What follows belongs to an exercise in optimizing a design on an open flow for small area, a short achievable clock period and few clock cycles; a production flow would make more cautious choices. Function was checked by simulation only, so behaviour that the tests miss may differ from the original. Power and IR drop assume default switching activity.

### flow/flow/run.sh
#!/bin/bash
# Standard ORFS layout with smaller input-port buffers, a smaller clock tree
# (no dummy loads, clkbuf_4/8) and a tighter internal repair target (the SDC
# is the standard flow's own, unchanged). Each tool's output is in orfs/logs; make's own
# output is in flow_standard.log.
set -euo pipefail
export BUFFER_PORTS_ARGS="-buffer_cell sky130_fd_sc_hd__buf_1"
export SETUP_SLACK_MARGIN=6.8
export ABC_CLOCK_PERIOD_IN_PS=3300
export CTS_ARGS="-sink_clustering_enable -repair_clock_nets -dont_use_dummy_load -root_buf sky130_fd_sc_hd__clkbuf_16 -buf_list {sky130_fd_sc_hd__clkbuf_4 sky130_fd_sc_hd__clkbuf_8}"
bash standard.sh > flow_standard.log 2>&1
### flow/standard.sh
#!/bin/bash
# synth_recipe.tcl (not shown) runs the flow's synth.tcl, then flattens the netlist and writes it again
# the make line also repeats each setting of config.mk as NAME=value (left out here)
make -C /OpenROAD-flow-scripts/flow DESIGN_CONFIG=/design/flow/config.mk WORK_HOME=/design/flow/orfs CLKGATE_MAP_FILE= SYNTH_SCRIPT=/design/flow/synth_recipe.tcl "${@:-finish}"
### flow/config.mk
export PLATFORM = sky130hd
export DESIGN_NAME = lif_update_unit
export DESIGN_NICKNAME = lif_update_unit
export VERILOG_FILES = /design/flow/design.v
export SDC_FILE = /design/flow/constraint.sdc
export NUM_CORES = 4
export LEC_CHECK = 0
export CAP_MARGIN = 20
export CORE_MARGIN = 2
export CORE_UTILIZATION = 40
export SLEW_MARGIN = 20
### flow/constraint.sdc
create_clock -name core_clock -period 10.0 [get_ports {clk}]
set_input_delay 2.0000 -clock core_clock [delete_from_list [all_inputs] [get_ports {clk}]]
set_output_delay 2.0000 -clock core_clock [all_outputs]
set_load 0.01 [all_outputs]
### flow/design.v
module lif_update_unit #(
  parameter int unsigned LANES      = 16,
  parameter int unsigned DW         = 32,
  parameter int unsigned AW         = 5,
  parameter int unsigned LEAK_SHIFT = 4
) (
  input  logic                clk,
  input  logic                rst,
  input  logic                start,
  input  logic [AW-1:0]       base_addr,
  input  logic [LANES*DW-1:0] cur_in,
  input  logic [LANES*DW-1:0] vol_in,
  input  logic [DW-1:0]       vt_in,
  input  logic                stall,
  output logic                busy,
  output logic                done,
  output logic                wb_we,
  output logic [AW-1:0]       wb_wa,
  output logic [DW-1:0]       wb_wd,
  output logic [LANES-1:0]    spike_out,
  output logic [4:0]          spike_cnt
);
  logic [LANES*DW-1:0] snap_v, snap_c;
  logic [DW-1:0]       vt_r;
  logic [AW-1:0]       base_r;
  logic                pend;           
  logic [LANES-1:0]    sel;            
  logic                val1, first1, last1;
  logic [DW-1:0]       v1, c1;
  logic                val2, first2, last2;
  logic [DW:0]         s2;
  logic [DW-1:0]       t2;
  logic                full, last_o;
  logic [DW-1:0] v_s, c_s;
  always_comb begin
    v_s = '0;
    c_s = '0;
    for (int i = 0; i < LANES; i++) begin
      v_s = v_s | ({DW{sel[i]}} & snap_v[DW*i +: DW]);
      c_s = c_s | ({DW{sel[i]}} & snap_c[DW*i +: DW]);
    end
  end
  logic [DW:0] xa, xb, xc, sum1, car1, s_1;
  always_comb begin
    xa   = {v1[DW-1], v1};
    xb   = ~{{(LEAK_SHIFT+1){v1[DW-1]}}, v1[DW-1:LEAK_SHIFT]};
    xc   = {c1[DW-1], c1};
    sum1 = xa ^ xb ^ xc;
    car1 = {((xa[DW-1:0] & xb[DW-1:0]) | (xa[DW-1:0] & xc[DW-1:0]) |
             (xb[DW-1:0] & xc[DW-1:0])), 1'b1};
    s_1  = sum1 + car1;
  end
  logic          fire2, negovf;
  logic [DW-1:0] wd2;
  always_comb begin
    fire2  = ($signed(s2) >= $signed({t2[DW-1], t2})) |
             (t2 == {1'b1, {(DW-1){1'b0}}});
    negovf = s2[DW] & ~s2[DW-1];
    wd2 = fire2 ? '0 : (negovf ? {1'b1, {(DW-1){1'b0}}} : s2[DW-1:0]);
  end
  logic adv, rd, acc;
  logic pend_n, full_n, we_n, last_o_n;
  logic [LANES-1:0] sel_n;
  always_comb begin
    acc    = start & ~busy;
    adv    = ~full | wb_we;
    rd     = adv & pend;
    pend_n = acc ? 1'b1 : ((rd && sel[LANES-1]) ? 1'b0 : pend);
    sel_n  = acc ? LANES'(1) : (rd ? {sel[LANES-2:0], sel[LANES-1]} : sel);
    full_n = adv ? val2 : full;
    last_o_n = (adv && val2) ? last2 : last_o;
    we_n   = full_n & ~stall;
  end
  always_ff @(posedge clk) begin
    if (~busy) begin
      snap_v <= vol_in;
      snap_c <= cur_in;
      vt_r   <= vt_in;
      base_r <= base_addr;
    end
    if (adv) begin
      v1     <= v_s;
      c1     <= c_s;
      first1 <= sel[0];
      last1  <= sel[LANES-1];
      s2     <= s_1;
      if (first1) t2 <= vt_r;
      first2 <= first1;
      last2  <= last1;
      if (val2) begin
        wb_wd <= wd2;
        wb_wa <= first2 ? base_r : wb_wa + 1'b1;
      end
    end
    last_o <= last_o_n;
    sel    <= sel_n;
  end
  always_ff @(posedge clk) begin
    if (rst) begin
      pend      <= 1'b0;
      val1      <= 1'b0;
      val2      <= 1'b0;
      full      <= 1'b0;
      wb_we     <= 1'b0;
      done      <= 1'b0;
      busy      <= 1'b0;
      spike_out <= '0;
      spike_cnt <= '0;
    end else begin
      pend <= pend_n;
      if (adv) begin
        val1 <= pend;
        val2 <= val1;
        if (val2) begin
          spike_out <= {fire2, spike_out[LANES-1:1]};
          spike_cnt <= (first2 ? 5'd0 : spike_cnt) + {4'd0, fire2};
        end
      end
      full  <= full_n;
      wb_we <= we_n;
      done  <= we_n & last_o_n;
      busy  <= pend_n & ~(sel_n[LANES-1] & (~full_n | we_n));
    end
  end
endmodule
==> impl_metrics.json, run 1 <==
{
  "synth_edf_count": 1231,
  "p_leak_nw": 20.4,
  "vias": 32900,
  "worst_pin_slew_ps": 1240,
  "post_drt_wl_per_cell_um": 34.2,
  "maxSlewHeadroom": 0.174,
  "cts-htree-levels": 4,
  "synth-async-reset-ratio": 0,
  "ir_drop_uv": 162,
  "crit_buf_inv": 1,
  "dieArea_sq_um": 123000,
  "clock_latency_ps": 790,
  "crit_type": "flop to output port",
  "multi_input_area_sq_um": 9330,
  "ys.warnings.count": 1,
  "worstPathCellList": "buf_6",
  "antenna_found_initial": 119,
  "start_util": 0.402,
  "grt_util_met2": 0.469,
  "final_common_cell": "edfxtp_1",
  "rsz0062_at_grt": "true",
  "ant_nets": 0,
  "hold_viol_final": 0,
  "dp_hpwl_um": 146000,
  "drv_cap": 0,
  "ctsHoldBuffers": 0,
  "ys_types": 63,
  "use_met3": 0.0906,
  "root_buffer": "clkbuf_16",
  "grt_max_degree": 141,
  "die_w_um": 351,
  "ys_seq_area_frac": 0.788,
  "critPathTopFamily": "flip-flops",
  "crit_path_top_delay_cell": "edfxtp_1",
  "max_clock_freq_mhz": 295,
  "status": "no timing/DRC/antenna violations",
  "core_area_sq_um": 119000,
  "vias_per_cell": 5.76,
  "synth-main-ff-cell": "edfxtp_1",
  "grt.busiest_layer": "met2",
  "cts.sinks": 1276,
  "grt_first_pass_wirelength_um": 253000,
  "p_total_mw": 13.6,
  "cp_slowest_stage_delay_ps": 480,
  "grt_overflow": 0,
  "setup_violations": 0,
  "holdCritPathClass": "flop to flop",
  "final_cell_mix": "1,231 x edfxtp_1, 1,066 x buf_1, 256 x a22o_1",
  "syn_area_sq_um": 48000,
  "final_nets": 5195,
  "clk_pin_slew_ps": 60,
  "met1_usage": 0.418,
  "layout_min_cycle_time_ps": 3390,
  "routabilityCongestion": 0.942,
  "syn-num-nets": 3895,
  "dieHeight_um": 351,
  "critical_path_required_ps": 8000,
  "worstSetupEndpointType": "output port",
  "register_area_sq_um": 38000,
  "final-max-slew-violation-count": 0,
  "synth_seq_cells": 1276,
  "layout-drive-gt1-share": 0.118,
  "final_util": 0.488,
  "rows": 127,
  "drc": 0,
  "track_usage": 0.307,
  "fin_crit_sh": 0.339,
  "area_growth_pct": 21.3,
  "drt_iter0_drc": 4457,
  "drt-total-wl_um": 195000,
  "cp.arrival_ps": 1390,
  "crit_path_start_kind": "flop",
  "first_pass_iters": 5,
  "cts_buffer_depth": 3,
  "p_per_area_nw_per_um2": 233,
  "port_buffers": 1125,
  "num-fill-cells": 10400,
  "syn_avg_cell_area_sq_um": 17.6,
  "fin_worst_skew_ps": 86.9,
  "worstPathMaxFanout": 1,
  "io_pins": 1126,
  "cts_tree": "yes",
  "first_global_vias": 31300,
  "numCtsBuffers": 207,
  "syn_inst": 2731
}
-- logic make-up (layout without fill, tap and decap cells) --
group,Yosys count,after routing,share of synthesized area
muxes,2,2,0.000443
xor gates and xnor gates,24,24,0.00438
DFF,1276,1276,0.788
adders and majority gates,99,99,0.0308
buffers and inverters,312,1610,0.0249
and+or+nand+nor,325,325,0.0344
AOI/OAI and AO/OA,693,693,0.117
other,0,63,0
-- timing repair --
item,in CTS,in global routing
gates resized for setup,123,77
buffers inserted,29,14
setup endpoints to repair,77,111
pin swaps,15,25
-- synthesized netlist by cell type, drive strengths merged (3+ instances only) --
cell | instances | area share
nor4 | 9 | 0.0012
o311ai | 4 | 0.00073
o211ai | 3 | 0.00047
a21boi | 3 | 0.00047
nand2 | 114 | 0.0089
nor3 | 6 | 0.00063
clkbuf | 101 | 0.0079
nand3 | 17 | 0.0018
and2 | 6 | 0.00078
nand2b | 10 | 0.0013
a211oi | 7 | 0.0012
nor2 | 34 | 0.0027
dfxtp | 45 | 0.019
a31oi | 6 | 0.00078
edfxtp | 1231 | 0.77
fa | 32 | 0.013
o21ai | 34 | 0.0035
a22o | 256 | 0.047
o21bai | 4 | 0.00063
a21oi | 83 | 0.0087
a221oi | 257 | 0.047
nand4 | 71 | 0.0092
o21a | 5 | 0.00078
buf | 36 | 0.0033
nor2b | 9 | 0.0012
inv | 175 | 0.014
a2111oi | 3 | 0.00094
or4 | 4 | 0.00063
and3 | 37 | 0.0048
ha | 67 | 0.017
xor2 | 11 | 0.0020
a21o | 10 | 0.0016
xnor2 | 13 | 0.0024
-- report_power, final --
group | internal, mW | switching (mW) | leakage (nW) | total (mW)
clock | 1.82 | 1.88 | 1.49 | 3.70
sequential | 6.65 | 0.276 | 12.9 | 6.93
combinational | 1.13 | 1.83 | 6.01 | 2.96
total | 9.60 | 3.99 | 20.4 | 13.6
-- area by class of cell --
class	count	share of cell area
Timing Repair Buffer	1228	0.0908
Multi-Input combinational cell	1143	0.160
Clock buffer	207	0.0491
Sequential cell	1276	0.651
Inverter	175	0.0114
Antenna cell	63	0.00270
Tap cell	1612	0.0346
-- sequential cells by signal, indices dropped and copies added, names as in the netlist, 5 cells and up --
name,cells
vt_r,32
t2,32
wb_wd,32
s2,33
snap_c,512
v1,32
snap_v,512
spike_out,16
c1,32
base_r,5
sel,16
wb_wa,5
spike_cnt,5
-- path summary, 6_finish.rpt --
path / startpoint / end / slack, ps / cells past startpoint
worst max-delay path: wb_wd[17]$_SDFFCE_PP0P_ / wb_wd[17] / 6610 / 1
worst min-delay path: spike_out[4]$_SDFFE_PP0P_ / spike_out[3]$_SDFFE_PP0P_ / 410 / 2
worst max register to register: s2[13]$_DFFE_PN_ / spike_cnt[3]$_SDFFE_PP0P_ / 6700 / 13
worst min register to register: spike_out[4]$_SDFFE_PP0P_ / spike_out[3]$_SDFFE_PP0P_ / 410 / 2
-- worst register-to-register path, stage by stage (launching register included) --
cell	delay [ps]
edfxtp_1	440
ha_4	300
and3_4	160
nand4_1	140
or4_4	600
o221a_4	260
a21oi_4	190
o22ai_4	140
inv_2	110
ha_4	140
buf_4	110
nand3_1	70
or4_4	420
a21oi_2	130
-- stage by stage --
step | setup TNS, ps | worst slack [ps] | hold WS (ps) | cell area [sq um] | instances
after floorplan | -7114840 | -6710 | 400 | 48000 | 2731
after global placement | 0 | 6560 | 401 | 54300 | 5390
after detailed placement | 0 | 6540 | 405 | 54300 | 5391
after CTS | 0 | 6510 | 412 | 57700 | 5627
after global routing | 0 | 6540 | 421 | 58200 | 5672
final | 0 | 6610 | 412 | 58300 | 5704
-- routing by layer --
| layer | vias up | part of all wire | wire, um |
|---|---|---|---|
| met5 | - | 0.0017 | 336 |
| li1 | 13700 | - | - |
| met2 | 2178 | 0.45 | 88600 |
| met3 | 433 | 0.11 | 22100 |
| met1 | 16500 | 0.40 | 77300 |
| met4 | 48 | 0.035 | 6850 |
Testbench counts, summed over its fixed seeds: cycles 19,232.
==> run 2, diff against run 1 <==
--- a/flow/flow/run.sh
+++ b/flow/flow/run.sh
@@ -6,6 +6,6 @@
 set -euo pipefail
 export BUFFER_PORTS_ARGS="-buffer_cell sky130_fd_sc_hd__buf_1"
-export SETUP_SLACK_MARGIN=6.8
+export SETUP_SLACK_MARGIN=7.2
 export ABC_CLOCK_PERIOD_IN_PS=3300
-export CTS_ARGS="-sink_clustering_enable -repair_clock_nets -dont_use_dummy_load -root_buf sky130_fd_sc_hd__clkbuf_16 -buf_list {sky130_fd_sc_hd__clkbuf_4 sky130_fd_sc_hd__clkbuf_8}"
+export CTS_ARGS="-sink_clustering_enable -repair_clock_nets -dont_use_dummy_load -sink_clustering_size 20 -sink_clustering_max_diameter 80 -root_buf sky130_fd_sc_hd__clkbuf_16 -buf_list {sky130_fd_sc_hd__clkbuf_8 sky130_fd_sc_hd__clkbuf_16}"
 bash standard.sh > flow_standard.log 2>&1
==> run 2 against run 1 <==
Net effect:
- synthesized cell count is the same
- die area stayed put
- routed wire length fell by 0.32%
- clock-buffer cell count shrank 129
- sequential power hardly changed
- final area rose by 0.51%
- sequential cell count stayed put
- core utilization grew 0.25 points
- critical path depth stayed put
- critical endpoint unchanged
- worst setup slack better by 73 ps
==> impl_metrics.json, run 2 <==
{
  "final_nets": 5118,
  "ys_types": 63,
  "timing.rr.end": "spike_cnt[3]$_SDFFE_PP0P_",
  "critPathTopFamily": "flip-flops",
  "clock_latency_ps": 690,
  "antenna_found_initial": 126,
  "cp_slowest_stage_delay_ps": 490,
  "final-max-slew-violation-count": 0,
  "synth_top_family_by_area": "compound AO/OA/AOI/OAI gates",
  "startpoint": "wb_wd[17]$_SDFFCE_PP0P_",
  "synth_simple_gate_area_frac": 0.0344,
  "numCtsBuffers": 78,
  "crit_type": "flop to output port",
  "ys_seq_area_frac": 0.788,
  "ir_drop_uv": 143,
  "synth-async-reset-ratio": 0,
  "switching_share": 0.299,
  "syn-num-nets": 3895,
  "synth_top_area_cell": "edfxtp_1",
  "worstPathMaxFanout": 1,
  "dieHeight_um": 351,
  "port_buffers": 1125,
  "die_w_um": 351,
  "p_seq_frac": 0.498,
  "hold_viol_final": 0,
  "vias": 32400,
  "ys.warnings.count": 1,
  "synth-main-ff-cell": "edfxtp_1",
  "comb_power_share": 0.280,
  "synthXorXnorAreaFrac": 0.00438,
  "first_pass_iters": 6,
  "p_leak_nw": 20.3,
  "vias_per_cell": 5.75,
  "post_drt_wl_per_cell_um": 34.6,
  "cts-htree-levels": 3,
  "synthAdderAreaFrac": 0.0308,
  "io_pins": 1126,
  "ant_nets": 0,
  "yosysMostFrequentCell": "edfxtp_1",
  "p_int_mw": 9.73,
  "cp.depth": 1,
  "start_util": 0.402,
  "p_per_area_nw_per_um2": 237,
  "crit_path_start_kind": "flop",
  "fin_worst_skew_ps": 66.0,
  "cts_tree": "yes",
  "drc": 0,
  "synthMuxAreaShare": 0.000443,
  "syn_area_sq_um": 48000,
  "setup_violations": 0,
  "grt_max_degree": 141,
  "r2r-start": "s2[15]$_DFFE_PN_",
  "cts.sinks": 1276,
  "synth_common_cells": "1,231 x edfxtp_1, 257 x a221oi_1, 256 x a22o_1",
  "track_usage": 0.304,
  "rsz0062_at_grt": "true",
  "fin_crit_sh": 0.331,
  "setup_ws_ps": 6690,
  "grt_overflow": 0,
  "max_clock_freq_mhz": 302,
  "synth_seq_cells": 1276,
  "first_global_vias": 30500,
  "worstPathCellList": "buf_6",
  "core_area_sq_um": 119000,
  "clk_pin_slew_ps": 80,
  "ff2ff_setup_slack_ps": 6870,
  "grt_first_pass_wirelength_um": 250000,
  "final_cell_mix": "1,231 x edfxtp_1, 1,066 x buf_1, 256 x a22o_1",
  "dp_slack_ps": 6540,
  "clockPowerShare": 0.222,
  "critical_path_required_ps": 8000,
  "crit_buf_inv": 1,
  "dieArea_sq_um": 123000,
  "synth_compound_area_frac": 0.117,
  "maxSlewHeadroom": 0.241,
  "drv_cap": 0,
  "ys_top_cells_by_area": "edfxtp_1 77%, a221oi_1 4.7%, a22o_1 4.7%",
  "root_buffer": "clkbuf_16",
  "endpoint": "wb_wd[17]",
  "place_inst": 5391,
  "rows": 127,
  "synth_edf_count": 1231,
  "switchingPower_mw": 4.16,
  "worst_pin_slew_ps": 1140,
  "r2r_cells": 13,
  "syn_avg_cell_area_sq_um": 17.6,
  "yosysTopAreaCellShare": 0.770,
  "drt_iter0_drc": 4615,
  "layout-drive-gt1-share": 0.126,
  "cts_buffer_depth": 3,
  "final_common_cell": "edfxtp_1",
  "worstSetupEndpointType": "output port",
  "crit_path_top_delay_cell": "edfxtp_1",
  "holdCritPathClass": "flop to flop",
  "area_growth_pct": 22.0,
  "final_cells": 5622,
  "status": "no timing/DRC/antenna violations",
  "dp_hpwl_um": 146000,
  "syn_inst": 2731,
  "routabilityCongestion": 0.942,
  "drt-total-wl_um": 195000,
  "layout_min_cycle_time_ps": 3310,
  "largestRegisters": "snap_c x512, snap_v x512, s2 x33",
  "cp.arrival_ps": 1310
}
==> run 2: power groups by stage <==
stage / clock network (mW) / logic, mW / registers [mW]
global placement: 0 / 2.68 / 7.00
global route: 3.29 / 4.23 / 6.96
CTS: 3.14 / 3.31 / 6.90
finish: 3.08 / 3.89 / 6.92
detailed placement: 0 / 2.68 / 7.02
floorplan: 0 / 1.74 / 7.11
==> run 2: cells by family after synthesis <==
family | count (synthesis)
buffers and inverters | 312
adder cells (fa/ha/maj) | 99
multiplexers | 2
flip-flops | 1276
AND/OR/NAND/NOR | 325
XOR/XNOR | 24
AO/OA/AOI/OAI | 693
==> run 2: through the flow <==
stage	area (sq um)	utilization	total power, mW	hold slack, ps	TNS (ps)
after floorplan	48000	-	8.85	400	-7114840
after global placement	54300	0.454	9.68	401	0
after detailed placement	54300	0.454	9.70	405	0
after CTS	57700	0.483	13.4	424	0
after global routing	58500	0.490	14.5	428	0
final	58600	0.490	13.9	425	0
==> run 2: layout make-up <==
type / count / area, sq um
clock buffer: 78 / 1950
inverter: 175 / 666
fill: 10300 / 60900
timing repair buffer: 1280 / 5750
antenna: 58 / 145
multi-input combinational: 1143 / 10100
sequential: 1276 / 38000
tap: 1612 / 2020
==> run 2: worst register-to-register path: cells and delay by family, from the launching register on <==
kind	cells	cell delay, ps
and+or+nand+nor	5	1290
AOI/OAI and AO/OA	4	710
DFF	1	440
adders and majority gates	2	440
buffers and inverters	2	210
==> run 2: what timing repair did <==
item	CTS	global route
resized for setup	238	124
setup endpoints to repair	220	212
setup buffers	62	33
pin swaps	62	63
hold buffers	0	0
hold endpoints to repair	0	0
==> run 2: worst min path at each step <==
stage	startpoint	end	slack, ps	cells after the start
2_1_floorplan	last1$_DFFE_PN_	last2$_DFFE_PN_	400	0
3_3_place_gp	last1$_DFFE_PN_	last2$_DFFE_PN_	400	0
3_5_place_dp	vt_r[25]$_DFFE_PN_	t2[25]$_DFFE_PP_	400	0
4_1_cts	vt_r[25]$_DFFE_PN_	t2[25]$_DFFE_PP_	420	0
5_1_grt	vt_r[25]$_DFFE_PN_	t2[25]$_DFFE_PP_	430	0
6_report	last1$_DFFE_PN_	last2$_DFFE_PN_	430	0
==> run 2: per-layer routing <==
layer | GRT usage | routed length [um] | vias to the layer above
met5 | 0 | 333 | -
met2 | 0.468 | 88300 | 2034
li1 | - | - | 13500
met3 | 0.0939 | 23000 | 410
met1 | 0.410 | 75400 | 16300
met4 | 0.100 | 7600 | 50
==> run 3, diff against run 2 <==
--- a/flow/flow/run.sh
+++ b/flow/flow/run.sh
@@ -6,5 +6,5 @@
 set -euo pipefail
 export BUFFER_PORTS_ARGS="-buffer_cell sky130_fd_sc_hd__buf_1"
-export SETUP_SLACK_MARGIN=7.2
+export SETUP_SLACK_MARGIN=6.8
 export ABC_CLOCK_PERIOD_IN_PS=3300
 export CTS_ARGS="-sink_clustering_enable -repair_clock_nets -dont_use_dummy_load -sink_clustering_size 20 -sink_clustering_max_diameter 80 -root_buf sky130_fd_sc_hd__clkbuf_16 -buf_list {sky130_fd_sc_hd__clkbuf_8 sky130_fd_sc_hd__clkbuf_16}"
==> run 3 against run 2 <==
Net effect:
- still clean on timing, DRC and antenna
- worst setup slack worse by 18 ps
- clock power barely moved
- clock-buffer cell count unchanged
- sequential power barely moved
- cell count fell by 1.2%
==> impl_metrics.json, run 3 <==
{
  "status": "no timing/DRC/antenna violations",
  "r2r-start": "s2[15]$_DFFE_PN_",
  "worstPathMaxFanout": 1,
  "synth_common_cells": "1,231 x edfxtp_1, 257 x a221oi_1, 256 x a22o_1",
  "synth-async-reset-ratio": 0,
  "start_util": 0.402,
  "place_inst": 5391,
  "rsz0062_at_grt": "true",
  "final_cells": 5556,
  "drt_iter0_drc": 4764,
  "vias": 32000,
  "layout-drive-gt1-share": 0.0839,
  "ctsHoldBuffers": 0,
  "dieHeight_um": 351,
  "switching_share": 0.293,
  "crit_path_top_delay_cell": "edfxtp_1",
  "synth-main-ff-cell": "edfxtp_1",
  "dp_hpwl_um": 146000,
  "setup_ws_ps": 6670,
  "placed_cell_area_sq_um": 54300,
  "first_global_vias": 30100,
  "final_cell_mix": "1,231 x edfxtp_1, 1,066 x buf_1, 256 x a221oi_1, 256 x a22o_1, 169 x inv_1",
  "clock_latency_ps": 680,
  "final_common_cell": "edfxtp_1",
  "crit_buf_inv": 1,
  "cp_slowest_stage_delay_ps": 510,
  "critical_path_required_ps": 8000,
  "final_nets": 5050,
  "yosysTopAreaCellShare": 0.770,
  "area_growth_pct": 19.1,
  "fin_worst_skew_ps": 67.1,
  "numCtsBuffers": 78,
  "clockPowerShare": 0.238,
  "cts.sinks": 1276,
  "synth_top_area_cell": "edfxtp_1",
  "grt.busiest_layer": "met2",
  "clk_pin_slew_ps": 90,
  "timing.rr.end": "spike_cnt[4]$_SDFFE_PP0P_",
  "syn_inst": 2731,
  "drt-total-wl_um": 193000,
  "dp_slack_ps": 6540,
  "synth_edf_count": 1231,
  "crit_type": "flop to output port",
  "worstSetupEndpointType": "output port",
  "grt_first_pass_wirelength_um": 248000,
  "grt_overflow": 0,
  "cts_buffer_depth": 3,
  "met1_usage": 0.408,
  "largestRegisters": "snap_c x512, snap_v x512, s2 x33",
  "setup_violations": 0,
  "drv_cap": 0,
  "critPathTopFamily": "flip-flops",
  "p_seq_frac": 0.536,
  "dieArea_sq_um": 123000,
  "ys.warnings.count": 1,
  "ys_seq_area_frac": 0.788,
  "p_leak_nw": 19.8,
  "tns_ps": 0,
  "p_total_mw": 12.9,
  "yosysMostFrequentCell": "edfxtp_1",
  "startpoint": "wb_wd[17]$_SDFFCE_PP0P_",
  "layout_min_cycle_time_ps": 3330,
  "grt_util_met2": 0.464,
  "cp.arrival_ps": 1330,
  "syn-num-nets": 3895,
  "cts-htree-levels": 3,
  "grt_max_degree": 141,
  "p_int_mw": 9.13,
  "worstPathCellList": "buf_6",
  "root_buffer": "clkbuf_16",
  "maxSlewHeadroom": 0.181,
  "cp.depth": 1,
  "fin_hold_ws_ps": 424,
  "syn_area_sq_um": 48000,
  "ir_drop_uv": 143,
  "cts_tree": "yes",
  "vias_per_cell": 5.76,
  "endpoint": "wb_wd[17]",
  "worst_pin_slew_ps": 1230,
  "ys_top_cells_by_area": "edfxtp_1 77%, a221oi_1 4.7%, a22o_1 4.7%",
  "rows": 127,
  "fin_crit_sh": 0.333,
  "holdCritPathClass": "flop to flop",
  "drc": 0,
  "port_buffers": 1125,
  "io_pins": 1126,
  "ys_types": 63,
  "use_met3": 0.0932,
  "first_pass_iters": 5,
  "syn_avg_cell_area_sq_um": 17.6,
  "max_clock_freq_mhz": 300,
  "fin_area_sq_um": 57200,
  "final-max-slew-violation-count": 0,
  "ant_nets": 0,
  "routabilityCongestion": 0.942,
  "hold_viol_final": 0,
  "die_w_um": 351,
  "comb_power_share": 0.226,
  "final_util": 0.479,
  "core_area_sq_um": 119000,
  "post_drt_wl_per_cell_um": 34.7,
  "synth_seq_cells": 1276,
  "track_usage": 0.302,
  "switchingPower_mw": 3.78,
  "p_per_area_nw_per_um2": 226,
  "crit_path_start_kind": "flop",
  "antenna_found_initial": 126,
  "r2r_cells": 16,
  "ff2ff_setup_slack_ps": 6780
}
## run 3: worst min path at each step
stage,from,endpoint,slack (ps),depth (start not counted)
6_report,last1$_DFFE_PN_,last2$_DFFE_PN_,420,0
5_1_grt,vt_r[25]$_DFFE_PN_,t2[25]$_DFFE_PP_,430,0
4_1_cts,vt_r[25]$_DFFE_PN_,t2[25]$_DFFE_PP_,420,0
3_5_place_dp,vt_r[25]$_DFFE_PN_,t2[25]$_DFFE_PP_,400,0
3_3_place_gp,last1$_DFFE_PN_,last2$_DFFE_PN_,400,0
2_1_floorplan,last1$_DFFE_PN_,last2$_DFFE_PN_,400,0
## run 3: final cells by class
type	count	area, sq um
well taps	1612	2020
fillers	10500	62300
repair buffers	1212	5160
diodes	60	150
clock buffers	78	1950
multi-input cells	1143	9290
inverters	175	666
flip-flops and latches	1276	38000
## run 3: power groups by stage
stage / sequential [mW] / clock (mW) / combinational [mW]
final: 6.91 / 3.07 / 2.92
after global routing: 6.96 / 3.29 / 3.25
after CTS: 6.90 / 3.14 / 2.77
after detailed placement: 7.02 / 0 / 2.68
after global placement: 7.00 / 0 / 2.68
after floorplan: 7.11 / 0 / 1.74
## run 3: cell families after synthesis
kind of cell | count (synthesis) | synth area share
xor gates and xnor gates | 24 | 0.00438
muxes | 2 | 0.000443
buffers and inverters | 312 | 0.0249
AOI/OAI and AO/OA | 693 | 0.117
and+or+nand+nor | 325 | 0.0344
adders and majority gates | 99 | 0.0308
DFF | 1276 | 0.788
## run 3: what timing repair did
action,4_1_cts,5_1_grt
setup buffers,21,6
setup endpoints to repair,77,105
cloned,0,0
pin swaps,10,17
gates resized for setup,105,84
## run 3: per-layer routing
metal | up-vias | part of all wire
met5 | - | 0.0017
met4 | 50 | 0.038
met3 | 380 | 0.12
met2 | 2030 | 0.45
met1 | 16100 | 0.39
li1 | 13400 | -
==> run 4, diff against run 3 <==
--- a/flow/design.v
+++ b/flow/design.v
@@ -59,4 +59,9 @@
     wd2 = fire2 ? '0 : (negovf ? {1'b1, {(DW-1){1'b0}}} : s2[DW-1:0]);
   end
+  logic [4:0] cnt_base, cnt_inc;
+  always_comb begin
+    cnt_base = first2 ? 5'd0 : spike_cnt;
+    cnt_inc  = cnt_base + 5'd1;
+  end
   logic adv, rd, acc;
   logic pend_n, full_n, we_n, last_o_n;
@@ -114,5 +119,5 @@
         if (val2) begin
           spike_out <= {fire2, spike_out[LANES-1:1]};
-          spike_cnt <= (first2 ? 5'd0 : spike_cnt) + {4'd0, fire2};
+          spike_cnt <= fire2 ? cnt_inc : cnt_base;
         end
       end
==> run 4 against run 3 <==
Net effect:
- still clean on timing, DRC and antenna
- power down 0.81%
- critical path depth up 12
- worst hold slack better by 0.61 ps
- clock power about the same
- cell count down 1.0%
- die area down 0.40%
- clock skew up 8.0 ps
- routed wire length down 0.29%
- combinational power down 2%
- worst setup slack worse by 120 ps
- final area down 0.44%
- critical endpoint is now s2[31]$_DFFE_PN_
- largest power group unchanged
==> impl_metrics.json, run 4 <==
{
  "layout_min_cycle_time_ps": 3450,
  "first_pass_iters": 6,
  "synth_top_area_cell": "edfxtp_1",
  "worstPathCellList": "inv_2, fa_1, inv_2, ha_4, nand2_4, buf_4, o221a_2, a2111oi_4, nor4_2, nor2_1, a41oi_2, a211o_1, xnor2_1",
  "synth_seq_cells": 1276,
  "syn_inst": 2675,
  "cp.arrival_ps": 3840,
  "final_cell_mix": "1,231 x edfxtp_1, 1,065 x buf_1, 256 x a22o_1, 256 x a221oi_1, 160 x inv_1",
  "final-max-slew-violation-count": 0,
  "layout-drive-gt1-share": 0.0852,
  "yosysTopAreaCellShare": 0.773,
  "ctsHoldBuffers": 0,
  "rsz0062_at_grt": "true",
  "switchingPower_mw": 3.58,
  "hold_viol_final": 0,
  "critical_path_required_ps": 10380,
  "vias_per_cell": 5.75,
  "largestRegisters": "snap_c x512, snap_v x512, s2 x33",
  "ant_nets": 0,
  "synth-async-reset-ratio": 0,
  "crit_path_top_delay_cell": "fa_1",
  "clock_latency_ps": 690,
  "status": "no timing/DRC/antenna violations",
  "numCtsBuffers": 77,
  "ys.warnings.count": 1,
  "syn_area_sq_um": 47800,
  "p_seq_frac": 0.538,
  "crit_type": "flop to flop",
  "syn-num-nets": 3838,
  "p_per_area_nw_per_um2": 225,
  "drt_iter0_drc": 4199,
  "r2r_cells": 13,
  "worst_pin_slew_ps": 995,
  "syn_avg_cell_area_sq_um": 17.9,
  "cp_slowest_stage_delay_ps": 550,
  "cts_tree": "yes",
  "final_nets": 5005,
  "holdCritPathClass": "flop to flop",
  "area_growth_pct": 19.0,
  "port_buffers": 1125,
  "fin_crit_sh": 0.345,
  "setup_violations": 0,
  "maxSlewHeadroom": 0.331,
  "dieHeight_um": 350,
  "final_util": 0.481,
  "ys_types": 63,
  "ys_seq_area_frac": 0.792,
  "min_path_cells": 0,
  "track_usage": 0.303,
  "max_clock_freq_mhz": 289,
  "dp_hpwl_um": 145000,
  "dieArea_sq_um": 122000,
  "num-fill-cells": 10300,
  "io_pins": 1126,
  "grt_overflow": 0,
  "start_util": 0.404,
  "drc": 0,
  "final_common_cell": "edfxtp_1",
  "p_int_mw": 9.22,
  "cts.sinks": 1276,
  "first_global_vias": 29800,
  "worstSetupEndpointType": "flop",
  "post_drt_wl_per_cell_um": 35.0,
  "drt-total-wl_um": 192000,
  "ir_drop_uv": 146,
  "core_area_sq_um": 118000,
  "comb_power_share": 0.224,
  "ff2ff_setup_slack_ps": 6550,
  "die_w_um": 350,
  "grt_first_pass_wirelength_um": 248000,
  "worstPathMaxFanout": 4,
  "grt_max_degree": 172,
  "vias": 31600,
  "ys_top_cells_by_area": "edfxtp_1 77%, a221oi_1 4.7%, a22o_1 4.7%",
  "cpMostUsedCell": "inv_2",
  "synth-main-ff-cell": "edfxtp_1",
  "cts-htree-levels": 3,
  "synth_common_cells": "1,231 x edfxtp_1, 256 x a221oi_1, 256 x a22o_1",
  "routabilityCongestion": 0.942,
  "drv_cap": 0,
  "synth_edf_count": 1231,
  "crit_path_start_kind": "flop",
  "cts_buffer_depth": 3,
  "switching_share": 0.280,
  "tns_ps": 0,
  "antenna_found_initial": 129,
  "clk_pin_slew_ps": 80,
  "yosysMostFrequentCell": "edfxtp_1",
  "fin_worst_skew_ps": 75.1,
  "rows": 126,
  "root_buffer": "clkbuf_16",
  "p_leak_nw": 19.7,
  "clockPowerShare": 0.238
}
run 4: path summary, 6_finish.rpt:
check,startpoint,to
worst min register to register,last1$_DFFE_PN_,last2$_DFFE_PN_
worst min-delay path,last1$_DFFE_PN_,last2$_DFFE_PN_
worst max-delay path,v1[11]$_DFFE_PN_,s2[31]$_DFFE_PN_
worst max register to register,v1[11]$_DFFE_PN_,s2[31]$_DFFE_PN_
run 4: critical path, delay by kind of cell (launching register included):
family                   cells  cell delay, ps
AO/OA/AOI/OAI                4            1230
buffers and inverters        3             260
XOR/XNOR                     1             130
flip-flops                   1             380
AND/OR/NAND/NOR              3             360
adder cells (fa/ha/maj)      2             840
run 4: per-stage QoR:
step	area, sq um	hold slack (ps)	cells	setup WS (ps)	power [mW]
5_1_grt	56800	431	5464	6440	13.4
4_1_cts	56500	427	5425	6600	12.7
3_5_place_dp	54100	406	5321	6360	9.43
3_3_place_gp	54100	403	5320	6410	9.40
6_report	56900	425	5499	6550	12.8
2_1_floorplan	47800	400	2675	-6710	8.75
run 4: layout make-up:
| cell class | instances | area, sq um | area share |
|---|---|---|---|
| Clock buffer | 77 | 1930 | 0.0338 |
| Sequential cell | 1276 | 38000 | 0.667 |
| Inverter | 174 | 664 | 0.0117 |
| Antenna cell | 59 | 148 | 0.00259 |
| Tap cell | 1600 | 2000 | 0.0352 |
| Timing Repair Buffer | 1219 | 5150 | 0.0904 |
| Multi-Input combinational cell | 1094 | 9090 | 0.160 |
run 4: timing repair:
action / 4_1_cts / 5_1_grt
resized for setup: 101 / 54
buffers inserted: 27 / 14
pin swaps: 29 / 29
setup endpoints to repair: 98 / 186
run 4: logic make-up after synthesis:
group,Yosys count,share of synthesized area
DFF,1276,0.792
AOI/OAI and AO/OA,677,0.117
buffers and inverters,305,0.0241
and+or+nand+nor,288,0.0314
adders and majority gates,98,0.0307
xor gates and xnor gates,30,0.00549
muxes,1,0.000235
run 4: power groups by stage:
| stage | clock [mW] | sequential (mW) | combinational, mW |
|---|---|---|---|
| after detailed placement | 0 | 7.00 | 2.43 |
| after global placement | 0 | 7.00 | 2.40 |
| after CTS | 3.10 | 6.88 | 2.69 |
| final | 3.05 | 6.89 | 2.87 |
| after floorplan | 0 | 7.10 | 1.64 |
| after global routing | 3.26 | 6.94 | 3.17 |
run 4: layer usage:
metal	vias to the layer above	GRT usage	wire, um
met3	373	0.0979	23600
met2	2038	0.457	85600
met4	78	0.102	6720
met5	-	0	496
li1	13200	-	-
met1	16000	0.416	75800
Testbench counts of run 4, summed over its fixed seeds: cycles 19,232.
==> run 5, diff against run 4 <==
--- a/flow/flow/run.sh
+++ b/flow/flow/run.sh
@@ -8,4 +8,6 @@
 export SETUP_SLACK_MARGIN=6.8
 export ABC_CLOCK_PERIOD_IN_PS=3300
+export ABC_AREA=1
+export PLACE_DENSITY=0.72
 export CTS_ARGS="-sink_clustering_enable -repair_clock_nets -dont_use_dummy_load -sink_clustering_size 20 -sink_clustering_max_diameter 80 -root_buf sky130_fd_sc_hd__clkbuf_16 -buf_list {sky130_fd_sc_hd__clkbuf_8 sky130_fd_sc_hd__clkbuf_16}"
 bash standard.sh > flow_standard.log 2>&1
==> run 5 against run 4 <==
Net effect:
- via count rose by 7.3%
- maximum frequency is 5.4% higher
- critical path type is now flop to output port
- clock power is 2% higher
- worst hold slack worse by 2.0 ps
- critical path depth fell by 12
- worst setup slack better by 180 ps
- clock-buffer cell count is 3 higher
- global-route usage down 0.42 points
- clock skew is 15 ps higher
==> impl_metrics.json, run 5 <==
{
  "routabilityCongestion": 0.996,
  "vias_per_cell": 5.52,
  "ys_top_cells_by_area": "edfxtp_1 76%, nand2_1 5.8%, a221oi_1 3.8%",
  "r2r-start": "c1[2]$_DFFE_PN_",
  "max_clock_freq_mhz": 305,
  "first_pass_iters": 6,
  "status": "no timing/DRC/antenna violations",
  "largestRegisters": "snap_c x512, snap_v x512, s2 x33",
  "numCtsBuffers": 80,
  "crit_path_start_kind": "flop",
  "min_from": "vt_r[23]$_DFFE_PN_",
  "core_area_sq_um": 121000,
  "setup_violations": 0,
  "syn-num-nets": 4455,
  "worstPathMaxFanout": 2,
  "final-max-slew-violation-count": 0,
  "cts.sinks": 1276,
  "ant_nets": 0,
  "final_cell_mix": "1,231 x edfxtp_1, 1,069 x buf_1, 746 x nand2_1",
  "maxSlewHeadroom": 0.152,
  "grt_max_degree": 183,
  "p_leak_nw": 21.5,
  "cts_buffer_depth": 3,
  "crit_buf_inv": 1,
  "ir_drop_uv": 244,
  "track_usage": 0.299,
  "layout-drive-gt1-share": 0.0749,
  "yosysMostFrequentCell": "edfxtp_1",
  "worst_pin_slew_ps": 1270,
  "final_common_cell": "edfxtp_1",
  "cts-htree-levels": 3,
  "dieArea_sq_um": 125000,
  "drv_cap": 0,
  "yosysTopAreaCellShare": 0.758,
  "clk_pin_slew_ps": 80,
  "root_buffer": "clkbuf_16",
  "dp_hpwl_um": 145000,
  "startpoint": "wb_wa[4]$_DFFE_PP_",
  "syn_avg_cell_area_sq_um": 14.8,
  "drt_iter0_drc": 5224,
  "worstSetupEndpointType": "output port",
  "critical_path_required_ps": 8000,
  "critPathTopFamily": "flip-flops",
  "cp_slowest_stage_delay_ps": 440,
  "holdCritPathClass": "flop to flop",
  "antenna_found_initial": 111,
  "vias": 33900,
  "area_growth_pct": 18.6,
  "ctsHoldBuffers": 0,
  "clock_latency_ps": 700,
  "layout_min_cycle_time_ps": 3280,
  "cts_tree": "yes",
  "crit_type": "flop to output port",
  "synth_edf_count": 1231,
  "drc": 0,
  "cp.arrival_ps": 1280,
  "port_buffers": 1125,
  "worstPathCellList": "buf_6",
  "drt-total-wl_um": 192000,
  "fin_area_sq_um": 57900,
  "syn_area_sq_um": 48800,
  "synth_top_area_cell": "edfxtp_1",
  "fin_crit_sh": 0.328,
  "num-fill-cells": 10800,
  "placed_cell_area_sq_um": 55100,
  "post_drt_wl_per_cell_um": 31.3,
  "p_per_area_nw_per_um2": 259,
  "dieHeight_um": 353,
  "synth-main-ff-cell": "edfxtp_1",
  "rows": 128,
  "ys_seq_area_frac": 0.776,
  "ys.warnings.count": 1,
  "hold_viol_final": 0,
  "synth_seq_cells": 1276,
  "synth_common_cells": "1,231 x edfxtp_1, 752 x nand2_1, 253 x inv_1",
  "fin_worst_skew_ps": 90.1,
  "rsz0062_at_grt": "true",
  "tns_ps": 0,
  "first_global_vias": 32100,
  "io_pins": 1126,
  "grt_overflow": 0,
  "grt_first_pass_wirelength_um": 255000,
  "crit_path_top_delay_cell": "edfxtp_1",
  "synth-async-reset-ratio": 0,
  "final_nets": 5624,
  "ys_types": 40,
  "start_util": 0.402,
  "die_w_um": 353,
  "syn_inst": 3292
}
==> run 5: report_power, final <==
part	switching [mW]	internal, mW	leakage [nW]
clock	1.69	1.42	0.986
sequential	0.475	6.90	12.8
combinational	2.98	1.52	7.63
total	5.15	9.84	21.5
==> run 5: layer usage <==
layer  routed length [um]  vias to the layer above  global-route usage
met5                  325                        -                   0
met4                 8080                       44               0.119
met3                21800                      389              0.0756
met2                88100                     2323               0.462
met1                74000                    16700               0.407
li1                     -                    14500                   -
==> run 5: area by class of cell <==
cell class              instances  area (sq um)  area share
multi-input cells            1637          9650       0.167
inverters                     255           967      0.0167
repair buffers               1211          5120      0.0884
well taps                    1625          2030      0.0351
flip-flops and latches       1276         38000       0.656
diodes                         68           170     0.00294
clock buffers                  80          2000      0.0346
==> run 5: timing repair <==
item                                   in CTS  in global routing
setup buffers                              18                 16
resized for setup                          74                 67
pin swaps                                   0                 18
endpoints found under the hold margin       0                  0
setup endpoints to repair                  64                121
==> run 5: path summary, 6_finish.rpt <==
| path | to | slack, ps | cells after the start |
|---|---|---|---|
| worst max-delay path | wb_wa[4] | 6720 | 1 |
| worst min-delay path | t2[23]$_DFFE_PP_ | 420 | 0 |
| worst max register to register | s2[30]$_DFFE_PN_ | 6910 | 13 |
| worst min register to register | t2[23]$_DFFE_PP_ | 420 | 0 |
==> run 5: metrics by stage <==
step	instances	worst slack [ps]	hold WS, ps	util	power [mW]
finish	6152	6720	423	0.477	15.0
global route	6121	6670	427	0.476	15.7
CTS	6067	6680	425	0.473	14.7
detailed placement	5969	6800	407	0.454	11.6
global placement	5968	6790	403	0.454	11.6
floorplan	3292	-6720	400	-	10.2
==> run 5: cells by family (layout without fill, tap and decap cells) <==
kind of cell	after synthesis	count (layout)	share of synthesized area
adders and majority gates	98	98	0.0301
AOI/OAI and AO/OA	450	450	0.0693
DFF	1276	1276	0.776
buffers and inverters	379	1546	0.0297
and+or+nand+nor	1060	1060	0.0897
xor gates and xnor gates	29	29	0.00521
other	0	68	0
==> run 6, diff against run 5 <==
--- a/flow/flow/run.sh
+++ b/flow/flow/run.sh
@@ -9,5 +9,5 @@
 export ABC_CLOCK_PERIOD_IN_PS=3300
 export ABC_AREA=1
-export PLACE_DENSITY=0.72
+export PLACE_DENSITY=0.85
 export CTS_ARGS="-sink_clustering_enable -repair_clock_nets -dont_use_dummy_load -sink_clustering_size 20 -sink_clustering_max_diameter 80 -root_buf sky130_fd_sc_hd__clkbuf_16 -buf_list {sky130_fd_sc_hd__clkbuf_8 sky130_fd_sc_hd__clkbuf_16}"
 bash standard.sh > flow_standard.log 2>&1
==> run 6 against run 5 <==
Net effect:
- routed wire length grew 3.3%
- highest routed layer unchanged
- clock-buffer cell count is 3 higher
- power fell by 0.17%
- largest power group unchanged
- non-clock buffer count fell by 17
- worst setup slack got worse by 120 ps
- cell count decreased by 0.28%
- maximum frequency shrank 3.4%
- clock power is 2% higher
==> impl_metrics.json, run 6 <==
{
  "cts.sinks": 1276,
  "switching_share": 0.349,
  "fin_area_sq_um": 57800,
  "comb_power_share": 0.291,
  "p_seq_frac": 0.497,
  "area_growth_pct": 18.4,
  "dieHeight_um": 353,
  "synth_common_cells": "1,231 x edfxtp_1, 752 x nand2_1, 253 x inv_1",
  "cts_tree": "yes",
  "worstPathMaxFanout": 1,
  "final_cells": 6135,
  "p_int_mw": 9.75,
  "final_cell_mix": "1,231 x edfxtp_1, 1,070 x buf_1, 752 x nand2_1",
  "io_pins": 1126,
  "r2r_cells": 12,
  "ys_top_cells_by_area": "edfxtp_1 76%, nand2_1 5.8%, a221oi_1 3.8%",
  "syn_inst": 3292,
  "layout-drive-gt1-share": 0.0682,
  "setup_violations": 0,
  "synth_edf_count": 1231,
  "status": "no timing/DRC/antenna violations",
  "cts_buffer_depth": 3,
  "post_drt_wl_per_cell_um": 32.4,
  "clock_latency_ps": 700,
  "ff2ff_setup_slack_ps": 6950,
  "critPathTopFamily": "flip-flops",
  "synth-async-reset-ratio": 0,
  "root_buffer": "clkbuf_16",
  "ant_nets": 0,
  "worstPathCellList": "clkbuf_2",
  "yosysMostFrequentCell": "edfxtp_1",
  "fin_crit_sh": 0.339,
  "grt_first_pass_wirelength_um": 263000,
  "dp_hpwl_um": 151000,
  "num-fill-cells": 10500,
  "ctsHoldBuffers": 0,
  "routabilityCongestion": 0.993,
  "ir_drop_uv": 249,
  "cp.arrival_ps": 1390,
  "dp_slack_ps": 6750,
  "clockPowerShare": 0.212,
  "worstSetupEndpointType": "output port",
  "syn-num-nets": 4455,
  "first_pass_iters": 6,
  "cts-htree-levels": 3,
  "dieArea_sq_um": 125000,
  "final-max-slew-violation-count": 0,
  "critical_path_required_ps": 8000,
  "clk_pin_slew_ps": 80,
  "track_usage": 0.309,
  "layout_min_cycle_time_ps": 3390,
  "grt_overflow": 0,
  "p_leak_nw": 21.4,
  "first_global_vias": 33200,
  "drc": 0,
  "holdCritPathClass": "flop to flop",
  "final_common_cell": "edfxtp_1",
  "vias_per_cell": 5.63,
  "drv_cap": 0,
  "port_buffers": 1125,
  "cp.depth": 1,
  "worst_pin_slew_ps": 1220,
  "final_util": 0.476,
  "vias": 34500,
  "setup_ws_ps": 6610,
  "hold_viol_final": 0,
  "fin_worst_skew_ps": 79.9,
  "drt_iter0_drc": 5468,
  "synth_seq_cells": 1276,
  "die_w_um": 353,
  "cp_slowest_stage_delay_ps": 530,
  "p_total_mw": 15.0,
  "rows": 128,
  "ys_seq_area_frac": 0.776,
  "synth_top_area_cell": "edfxtp_1",
  "drt-total-wl_um": 199000,
  "antenna_found_initial": 108,
  "crit_path_start_kind": "flop",
  "largestRegisters": "snap_c x512, snap_v x512, s2 x33",
  "switchingPower_mw": 5.22,
  "crit_type": "flop to output port",
  "p_per_area_nw_per_um2": 259,
  "rsz0062_at_grt": "true",
  "max_clock_freq_mhz": 295,
  "ys.warnings.count": 1,
  "min_path_cells": 0,
  "maxSlewHeadroom": 0.190,
  "syn_area_sq_um": 48800,
  "numCtsBuffers": 83,
  "ys_types": 40,
  "grt_max_degree": 193,
  "place_inst": 5965,
  "placed_cell_area_sq_um": 55100,
  "syn_avg_cell_area_sq_um": 14.8,
  "yosysTopAreaCellShare": 0.758,
  "crit_buf_inv": 1,
  "core_area_sq_um": 121000,
  "final_nets": 5611,
  "start_util": 0.402,
  "synth-main-ff-cell": "edfxtp_1",
  "crit_path_top_delay_cell": "edfxtp_1"
}
-- run 6: cell counts after synthesis --
Identical to the previous run, type by type.
-- run 6: kinds of logic after synthesis --
group,count (synthesis),synth area share
flops,1276,0.776
simple gates,1060,0.0897
compound gates,450,0.0693
buf+inv,379,0.0297
fa+ha+maj,98,0.0301
xor+xnor,29,0.00521
-- run 6: layout make-up --
type / count / area (sq um) / share of cell area
timing repair buffer: 1194 / 5050 / 0.0874
clock buffer: 83 / 2080 / 0.0359
sequential: 1276 / 38000 / 0.657
antenna: 64 / 160 / 0.00277
tap: 1625 / 2030 / 0.0352
inverter: 255 / 963 / 0.0167
multi-input combinational: 1637 / 9540 / 0.165
timing repair inverter: 1 / 5.00 / 0.0000866
-- run 6: power by group through the flow --
stage	clock [mW]	sequential, mW	combinational, mW
floorplan	0	7.51	2.66
global placement	0	7.52	4.17
detailed placement	0	7.54	4.20
CTS	3.22	7.42	4.25
global route	3.39	7.48	4.76
finish	3.18	7.44	4.35
-- run 6: path summary, 6_finish.rpt --
kind                           start                to
min reg2reg        vt_r[9]$_DFFE_PN_   t2[9]$_DFFE_PP_
max          wb_wd[23]$_SDFFCE_PP0P_         wb_wd[23]
max reg2reg         c1[19]$_DFFE_PN_  s2[29]$_DFFE_PN_
min                vt_r[9]$_DFFE_PN_   t2[9]$_DFFE_PP_
-- run 6: stage by stage --
stage               setup TNS (ps)  hold WS, ps
CTS                              0          421
floorplan                 -7251370          400
detailed placement               0          405
finish                           0          417
global placement                 0          403
global route                     0          417
-- run 6: metal layers --
layer / GRT usage / vias to the layer above / part of all wire
met5: 0 / - / 0.0018
met4: 0.122 / 54 / 0.046
met3: 0.109 / 523 / 0.14
met2: 0.480 / 2750 / 0.45
met1: 0.399 / 16700 / 0.36
li1: - / 14400 / -
-- run 6: timing repair --
action,in CTS,in global routing
pin swaps,0,1
endpoints found under the setup margin,74,326
cloned,0,2
gates resized for setup,68,60
setup buffers,15,6
==> run 7, diff against run 6 <==
--- a/flow/flow/run.sh
+++ b/flow/flow/run.sh
@@ -9,5 +9,4 @@
 export ABC_CLOCK_PERIOD_IN_PS=3300
 export ABC_AREA=1
-export PLACE_DENSITY=0.85
 export CTS_ARGS="-sink_clustering_enable -repair_clock_nets -dont_use_dummy_load -sink_clustering_size 20 -sink_clustering_max_diameter 80 -root_buf sky130_fd_sc_hd__clkbuf_16 -buf_list {sky130_fd_sc_hd__clkbuf_8 sky130_fd_sc_hd__clkbuf_16}"
 bash standard.sh > flow_standard.log 2>&1
==> run 7 against run 6 <==
Net effect:
- still clean
- power is 1.7% lower
- synthesized area stayed put
- clock skew is 6.2 ps lower
- worst setup slack better by 150 ps
- first-iteration DRC count is 18% lower
- die area stayed put
- maximum frequency is 4.6% higher
- combinational power is 3% lower
- global-route usage is 0.66 points lower
- synthesized cell count stayed put
- via count is 3.3% lower
- cell count is 0.33% lower
==> impl_metrics.json, run 7 <==
{
  "endpoint": "wb_wa[1]",
  "switchingPower_mw": 5.02,
  "core_area_sq_um": 121000,
  "yosysMostFrequentCell": "edfxtp_1",
  "synth-main-ff-cell": "edfxtp_1",
  "synth-async-reset-ratio": 0,
  "ant_nets": 0,
  "clock_latency_ps": 670,
  "numCtsBuffers": 80,
  "worstSetupEndpointType": "output port",
  "cts_tree": "yes",
  "ys_top_cells_by_area": "edfxtp_1 76%, nand2_1 5.8%, a221oi_1 3.8%",
  "dp_slack_ps": 6800,
  "fin_area_sq_um": 57600,
  "syn_avg_cell_area_sq_um": 14.8,
  "port_buffers": 1125,
  "holdCritPathClass": "flop to flop",
  "dp_hpwl_um": 146000,
  "area_growth_pct": 18.0,
  "grt_max_degree": 188,
  "drv_cap": 0,
  "vias": 33400,
  "drt_iter0_drc": 4489,
  "comb_power_share": 0.286,
  "crit_path_start_kind": "flop",
  "maxSlewHeadroom": 0.182,
  "syn_inst": 3292,
  "ys_types": 40,
  "first_pass_iters": 8,
  "antenna_found_initial": 104,
  "layout-drive-gt1-share": 0.0642,
  "ir_drop_uv": 178,
  "cp.depth": 1,
  "layout_min_cycle_time_ps": 3250,
  "final_nets": 5602,
  "grt_overflow": 0,
  "timing.rr.end": "s2[19]$_DFFE_PN_",
  "p_leak_nw": 21.3,
  "syn_area_sq_um": 48800,
  "cts.sinks": 1276,
  "worstPathCellList": "clkbuf_2",
  "r2r-start": "v1[6]$_DFFE_PN_",
  "hold_viol_final": 0,
  "routabilityCongestion": 0.955,
  "ys.warnings.count": 1,
  "track_usage": 0.303,
  "tns_ps": 0,
  "post_drt_wl_per_cell_um": 31.7,
  "yosysTopAreaCellShare": 0.758,
  "clockPowerShare": 0.214,
  "root_buffer": "clkbuf_16",
  "dieArea_sq_um": 125000,
  "io_pins": 1126,
  "first_global_vias": 31500,
  "placed_cell_area_sq_um": 55100,
  "switching_share": 0.342,
  "p_per_area_nw_per_um2": 255,
  "rsz0062_at_grt": "true",
  "p_int_mw": 9.68,
  "max_clock_freq_mhz": 308,
  "final-max-slew-violation-count": 0,
  "die_w_um": 353,
  "setup_violations": 0,
  "grt_first_pass_wirelength_um": 259000,
  "dieHeight_um": 353,
  "cp_slowest_stage_delay_ps": 420,
  "critPathTopFamily": "flip-flops",
  "crit_path_top_delay_cell": "edfxtp_1",
  "crit_type": "flop to output port",
  "cp.arrival_ps": 1250,
  "cts_buffer_depth": 3,
  "final_cell_mix": "1,231 x edfxtp_1, 1,074 x buf_1, 752 x nand2_1",
  "startpoint": "wb_wa[1]$_DFFE_PP_",
  "worstPathMaxFanout": 2,
  "drc": 0,
  "final_common_cell": "edfxtp_1",
  "synth_common_cells": "1,231 x edfxtp_1, 752 x nand2_1, 253 x inv_1",
  "synth_top_area_cell": "edfxtp_1",
  "ctsHoldBuffers": 0,
  "ff2ff_setup_slack_ps": 7000,
  "final_cells": 6115,
  "place_inst": 5963,
  "synth_seq_cells": 1276,
  "synth_edf_count": 1231,
  "worst_pin_slew_ps": 1230,
  "ys_seq_area_frac": 0.776,
  "crit_buf_inv": 1,
  "p_total_mw": 14.7,
  "fin_worst_skew_ps": 73.7,
  "drt-total-wl_um": 194000,
  "rows": 128,
  "largestRegisters": "snap_c x512, snap_v x512, s2 x33",
  "clk_pin_slew_ps": 80,
  "setup_ws_ps": 6750,
  "fin_crit_sh": 0.325,
  "syn-num-nets": 4455,
  "vias_per_cell": 5.46,
  "critical_path_required_ps": 8000,
  "start_util": 0.402,
  "status": "no timing/DRC/antenna violations",
  "p_seq_frac": 0.500,
  "r2r_cells": 10,
  "cts-htree-levels": 3
}
-- run 7: cell count changes in the layout (fill, tap and decap cells not counted), moves of 2 or more --
| cell | before | now |
|---|---|---|
| buf_12 | 3 | 6 |
| buf_4 | 62 | 56 |
| o21ai_1 | 12 | 9 |
| dfxtp_4 | 17 | 19 |
| dfxtp_2 | 23 | 20 |
| a21oi_1 | 84 | 88 |
| o21ai_0 | 39 | 41 |
| clkbuf_16 | 84 | 80 |
| buf_1 | 1070 | 1074 |
| buf_6 | 24 | 18 |
| buf_2 | 3 | 5 |
| a21oi_2 | 6 | 2 |
| diode_2 | 64 | 53 |
-- run 7: per-stage QoR --
step / hold slack (ps) / util
floorplan: 400 / -
global placement: 402 / 0.453
detailed placement: 407 / 0.454
CTS: 413 / 0.472
global route: 423 / 0.474
finish: 409 / 0.474
-- run 7: per-layer routing --
layer	part of all wire	wire length, um	track usage	vias up
met4	0.029	5540	0.0889	68
met2	0.47	90500	0.480	2049
met3	0.11	20900	0.0859	349
li1	-	-	-	14400
met5	0.0022	435	0	-
met1	0.39	76400	0.407	16500
-- run 7: area by class of cell --
cell class	count	area, sq um
well taps	1625	2030
diodes	53	133
fillers	11100	63800
flip-flops and latches	1276	38000
multi-input cells	1637	9520
repair inverters	1	5.00
clock buffers	80	2000
repair buffers	1188	4970
inverters	255	966
-- run 7: timing repair --
action                     4_1_cts  5_1_grt
setup endpoints to repair       53      317
pin swaps                        0        1
gates resized for setup         67       40
setup buffers                   12        5
cloned                           0        1
-- run 7: cell families after synthesis --
family          Yosys count  synth area share
simple gates           1060            0.0897
flops                  1276             0.776
fa+ha+maj                98            0.0301
buf+inv                 379            0.0297
xor+xnor                 29           0.00521
compound gates          450            0.0693
-- run 7: how the worst min path moves through the flow --
stage               slack [ps]  depth (start not counted)                from          endpoint
floorplan                  400                          0     last1$_DFFE_PN_   last2$_DFFE_PN_
CTS                        410                          0  vt_r[28]$_DFFE_PN_  t2[28]$_DFFE_PP_
finish                     410                          0  vt_r[28]$_DFFE_PN_  t2[28]$_DFFE_PP_
global route               420                          0  vt_r[28]$_DFFE_PN_  t2[28]$_DFFE_PP_
detailed placement         410                          0  vt_r[19]$_DFFE_PN_  t2[19]$_DFFE_PP_
global placement           400                          0     last1$_DFFE_PN_   last2$_DFFE_PN_
-- run 7: power groups by stage --
stage	clock network [mW]	registers (mW)	logic, mW
2_1_floorplan	0	7.51	2.66
3_3_place_gp	0	7.45	4.13
6_report	3.14	7.36	4.21
5_1_grt	3.37	7.41	4.67
4_1_cts	3.20	7.35	4.18
3_5_place_dp	0	7.46	4.15
==> run 8, diff against run 7 <==
--- a/flow/flow/run.sh
+++ b/flow/flow/run.sh
@@ -9,4 +9,4 @@
 export ABC_CLOCK_PERIOD_IN_PS=3300
 export ABC_AREA=1
-export CTS_ARGS="-sink_clustering_enable -repair_clock_nets -dont_use_dummy_load -sink_clustering_size 20 -sink_clustering_max_diameter 80 -root_buf sky130_fd_sc_hd__clkbuf_16 -buf_list {sky130_fd_sc_hd__clkbuf_8 sky130_fd_sc_hd__clkbuf_16}"
+export CTS_ARGS="-sink_clustering_enable -repair_clock_nets -dont_use_dummy_load -sink_clustering_size 26 -sink_clustering_max_diameter 90 -root_buf sky130_fd_sc_hd__clkbuf_16 -buf_list {sky130_fd_sc_hd__clkbuf_8 sky130_fd_sc_hd__clkbuf_16}"
 bash standard.sh > flow_standard.log 2>&1
==> run 8 against run 7 <==
Net effect:
- via count is 0.18% lower
- maximum frequency is 0.47% lower
- synthesized cell count stayed put
- power is 2.7% lower
- clock power is 14% lower
- final area is 0.60% lower
- sequential cell count stayed put
- sequential share of layout area is 0.40 points higher
- critical endpoint is now wb_wd[26]
- largest cell class unchanged
==> impl_metrics.json, run 8 <==
{
  "drc": 0,
  "drt-total-wl_um": 193000,
  "rows": 128,
  "worstPathCellList": "clkbuf_2",
  "max_clock_freq_mhz": 307,
  "routabilityCongestion": 0.955,
  "worstSetupEndpointType": "output port",
  "final_common_cell": "edfxtp_1",
  "numCtsBuffers": 59,
  "ys_types": 40,
  "maxSlewHeadroom": 0.244,
  "p_int_mw": 9.35,
  "core_area_sq_um": 121000,
  "largestRegisters": "snap_c x512, snap_v x512, s2 x33",
  "dieArea_sq_um": 125000,
  "synth_seq_cells": 1276,
  "syn_area_sq_um": 48800,
  "rsz0062_at_grt": "true",
  "clock_latency_ps": 750,
  "fin_area_sq_um": 57200,
  "ys_seq_area_frac": 0.776,
  "syn_avg_cell_area_sq_um": 14.8,
  "switching_share": 0.347,
  "first_pass_iters": 5,
  "tns_ps": 0,
  "ir_drop_uv": 181,
  "die_w_um": 353,
  "placed_cell_area_sq_um": 55100,
  "crit_path_top_delay_cell": "edfxtp_1",
  "layout_min_cycle_time_ps": 3260,
  "fin_hold_ws_ps": 425,
  "setup_violations": 0,
  "vias_per_cell": 5.45,
  "cts.sinks": 1276,
  "post_drt_wl_per_cell_um": 31.6,
  "dieHeight_um": 353,
  "port_buffers": 1125,
  "cp.arrival_ps": 1260,
  "final_cell_mix": "1,231 x edfxtp_1, 1,072 x buf_1, 752 x nand2_1",
  "p_seq_frac": 0.514,
  "cts_tree": "yes",
  "syn_inst": 3292,
  "status": "no timing/DRC/antenna violations",
  "crit_path_start_kind": "flop",
  "yosysTopAreaCellShare": 0.758,
  "drt_iter0_drc": 4523,
  "layout-drive-gt1-share": 0.0639,
  "ys.warnings.count": 1,
  "root_buffer": "clkbuf_16",
  "final_cells": 6115,
  "num-fill-cells": 11100,
  "cts_buffer_depth": 3,
  "p_leak_nw": 21.2,
  "clockPowerShare": 0.188,
  "first_global_vias": 31500,
  "critPathTopFamily": "flip-flops",
  "holdCritPathClass": "flop to flop",
  "worstPathMaxFanout": 1,
  "drv_cap": 0,
  "synth_edf_count": 1231,
  "ant_nets": 0,
  "track_usage": 0.301,
  "synth_common_cells": "1,231 x edfxtp_1, 752 x nand2_1, 253 x inv_1",
  "cp_slowest_stage_delay_ps": 420,
  "synth-main-ff-cell": "edfxtp_1",
  "worst_pin_slew_ps": 1130,
  "cts-htree-levels": 2,
  "crit_buf_inv": 1,
  "critical_path_required_ps": 8000,
  "fin_worst_skew_ps": 79.9,
  "grt_max_degree": 188,
  "hold_viol_final": 0,
  "place_inst": 5963,
  "grt_overflow": 0,
  "vias": 33300,
  "syn-num-nets": 4455,
  "final-max-slew-violation-count": 0,
  "fin_crit_sh": 0.326,
  "ctsHoldBuffers": 0,
  "dp_hpwl_um": 146000,
  "p_per_area_nw_per_um2": 250,
  "synth_top_area_cell": "edfxtp_1",
  "antenna_found_initial": 99,
  "switchingPower_mw": 4.97,
  "crit_type": "flop to output port",
  "io_pins": 1126,
  "ys_top_cells_by_area": "edfxtp_1 76%, nand2_1 5.8%, a221oi_1 3.8%",
  "clk_pin_slew_ps": 100,
  "start_util": 0.402,
  "area_growth_pct": 17.3,
  "grt_first_pass_wirelength_um": 258000,
  "comb_power_share": 0.299,
  "yosysMostFrequentCell": "edfxtp_1",
  "final_nets": 5593,
  "synth-async-reset-ratio": 0
}
[run 8: stage by stage]
step / utilization / total power, mW / worst slack [ps]
4_1_cts: 0.469 / 14.3 / 6700
3_5_place_dp: 0.454 / 11.6 / 6800
6_report: 0.472 / 14.3 / 6740
2_1_floorplan: - / 10.2 / -6720
5_1_grt: 0.471 / 15.0 / 6690
3_3_place_gp: 0.453 / 11.6 / 6810
[run 8: cell type report]
class / instances / area [sq um] / area share
multi-input combinational: 1637 / 9540 / 0.167
tap: 1625 / 2030 / 0.0355
timing repair buffer: 1201 / 5110 / 0.0893
sequential: 1276 / 38000 / 0.663
inverter: 255 / 966 / 0.0169
antenna: 62 / 155 / 0.00271
clock buffer: 59 / 1480 / 0.0258
[run 8: path summary, 6_finish.rpt]
kind                           start          endpoint  slack, ps  cells after the start
max          wb_wd[26]$_SDFFCE_PP0P_         wb_wd[26]       6740                      1
min               vt_r[28]$_DFFE_PN_  t2[28]$_DFFE_PP_        430                      0
max reg2reg          v1[3]$_DFFE_PN_  s2[20]$_DFFE_PN_       6930                     13
min reg2reg       vt_r[28]$_DFFE_PN_  t2[28]$_DFFE_PP_        430                      0
[run 8: what timing repair did]
item                                    CTS  global route
endpoints found under the setup margin   65           161
setup buffers                            24             6
resized for setup                        78            44
pin swaps                                 0             3
hold endpoints to repair                  0             0
[run 8: power groups by stage]
stage	logic, mW	registers (mW)	clock network, mW
finish	4.27	7.35	2.69
global route	4.72	7.41	2.90
CTS	4.20	7.35	2.74
detailed placement	4.15	7.46	0
global placement	4.13	7.45	0
floorplan	2.66	7.51	0
[run 8: layer usage]
| layer | share of wire | global-route usage | routed length [um] | up-vias |
|---|---|---|---|---|
| li1 | - | - | - | 14400 |
| met1 | 0.39 | 0.405 | 76200 | 16700 |
| met2 | 0.47 | 0.484 | 91200 | 1900 |
| met3 | 0.11 | 0.0809 | 20300 | 301 |
| met4 | 0.027 | 0.0826 | 5180 | 58 |
| met5 | 0.0020 | 0 | 382 | - |
[run 8: cell families after synthesis]
group | share of synthesized area
adders and majority gates | 0.0301
and+or+nand+nor | 0.0897
AOI/OAI and AO/OA | 0.0693
xor gates and xnor gates | 0.00521
DFF | 0.776
buffers and inverters | 0.0297
[run 8: worst reg2reg max path, cell delays in order (launching register included)]
cell      delay (ps)
edfxtp_1         470
inv_2             90
fa_1             550
inv_1             70
ha_1             370
nand2_1           90
o21ai_2          190
a21oi_2          110
o21ai_1          300
a21boi_2         120
o21ai_1          210
nand2_1          100
nand3_1           80
nand2_1           60

==> afterwards: timing with drivers on the ports <==
In the flow no input, the clock included, has a driving cell. The finished layouts below were timed again as built, in two steps. Step 1, drivers: a clkbuf_16 drives clk and a buf_2 each remaining input, both assumed. Step 2, shift: input delay + t, output delay - t, t = (earliest + latest rising clock arrival at the registers) / 2. This alone moves slack from input paths to output paths. a / b / c = no drivers / after step 1 / after step 2; a / b = the first two.
| run | t, ns | setup slack, ns | hold WS [ns] | worst setup path after step 2 | worst register clock-pin slew, ns |
|---|---|---|---|---|---|
| run 1 | 0.810 | 6.613 / 6.545 / 6.702 | 0.412 / 0.412 / 0.412 | register to register | 0.07 / 0.07 |
| run 2 | 0.715 | 6.686 / 6.621 / 6.853 | 0.425 / 0.425 / 0.425 | input to register | 0.09 / 0.09 |
| run 3 | 0.716 | 6.668 / 6.601 / 6.781 | 0.424 / 0.424 / 0.424 | register to register | 0.09 / 0.09 |
| run 4 | 0.725 | 6.545 / 6.545 / 6.545 | 0.425 / 0.425 / 0.425 | register to register | 0.09 / 0.09 |
| run 5 | 0.733 | 6.722 / 6.643 / 6.773 | 0.423 / 0.423 / 0.423 | input to register | 0.09 / 0.09 |
| run 6 | 0.742 | 6.605 / 6.523 / 6.695 | 0.417 / 0.417 / 0.417 | input to register | 0.09 / 0.09 |
| run 7 | 0.724 | 6.754 / 6.676 / 6.748 | 0.409 / 0.409 / 0.409 | input to register | 0.09 / 0.09 |
| run 8 | 0.781 | 6.739 / 6.661 / 6.718 | 0.425 / 0.425 / 0.425 | input to register | 0.11 / 0.11 |
After both steps every run listed still meets setup and hold. The setup slack of run 8, which loses most, moves by -0.078 ns with the drivers and by -0.021 ns with both steps.
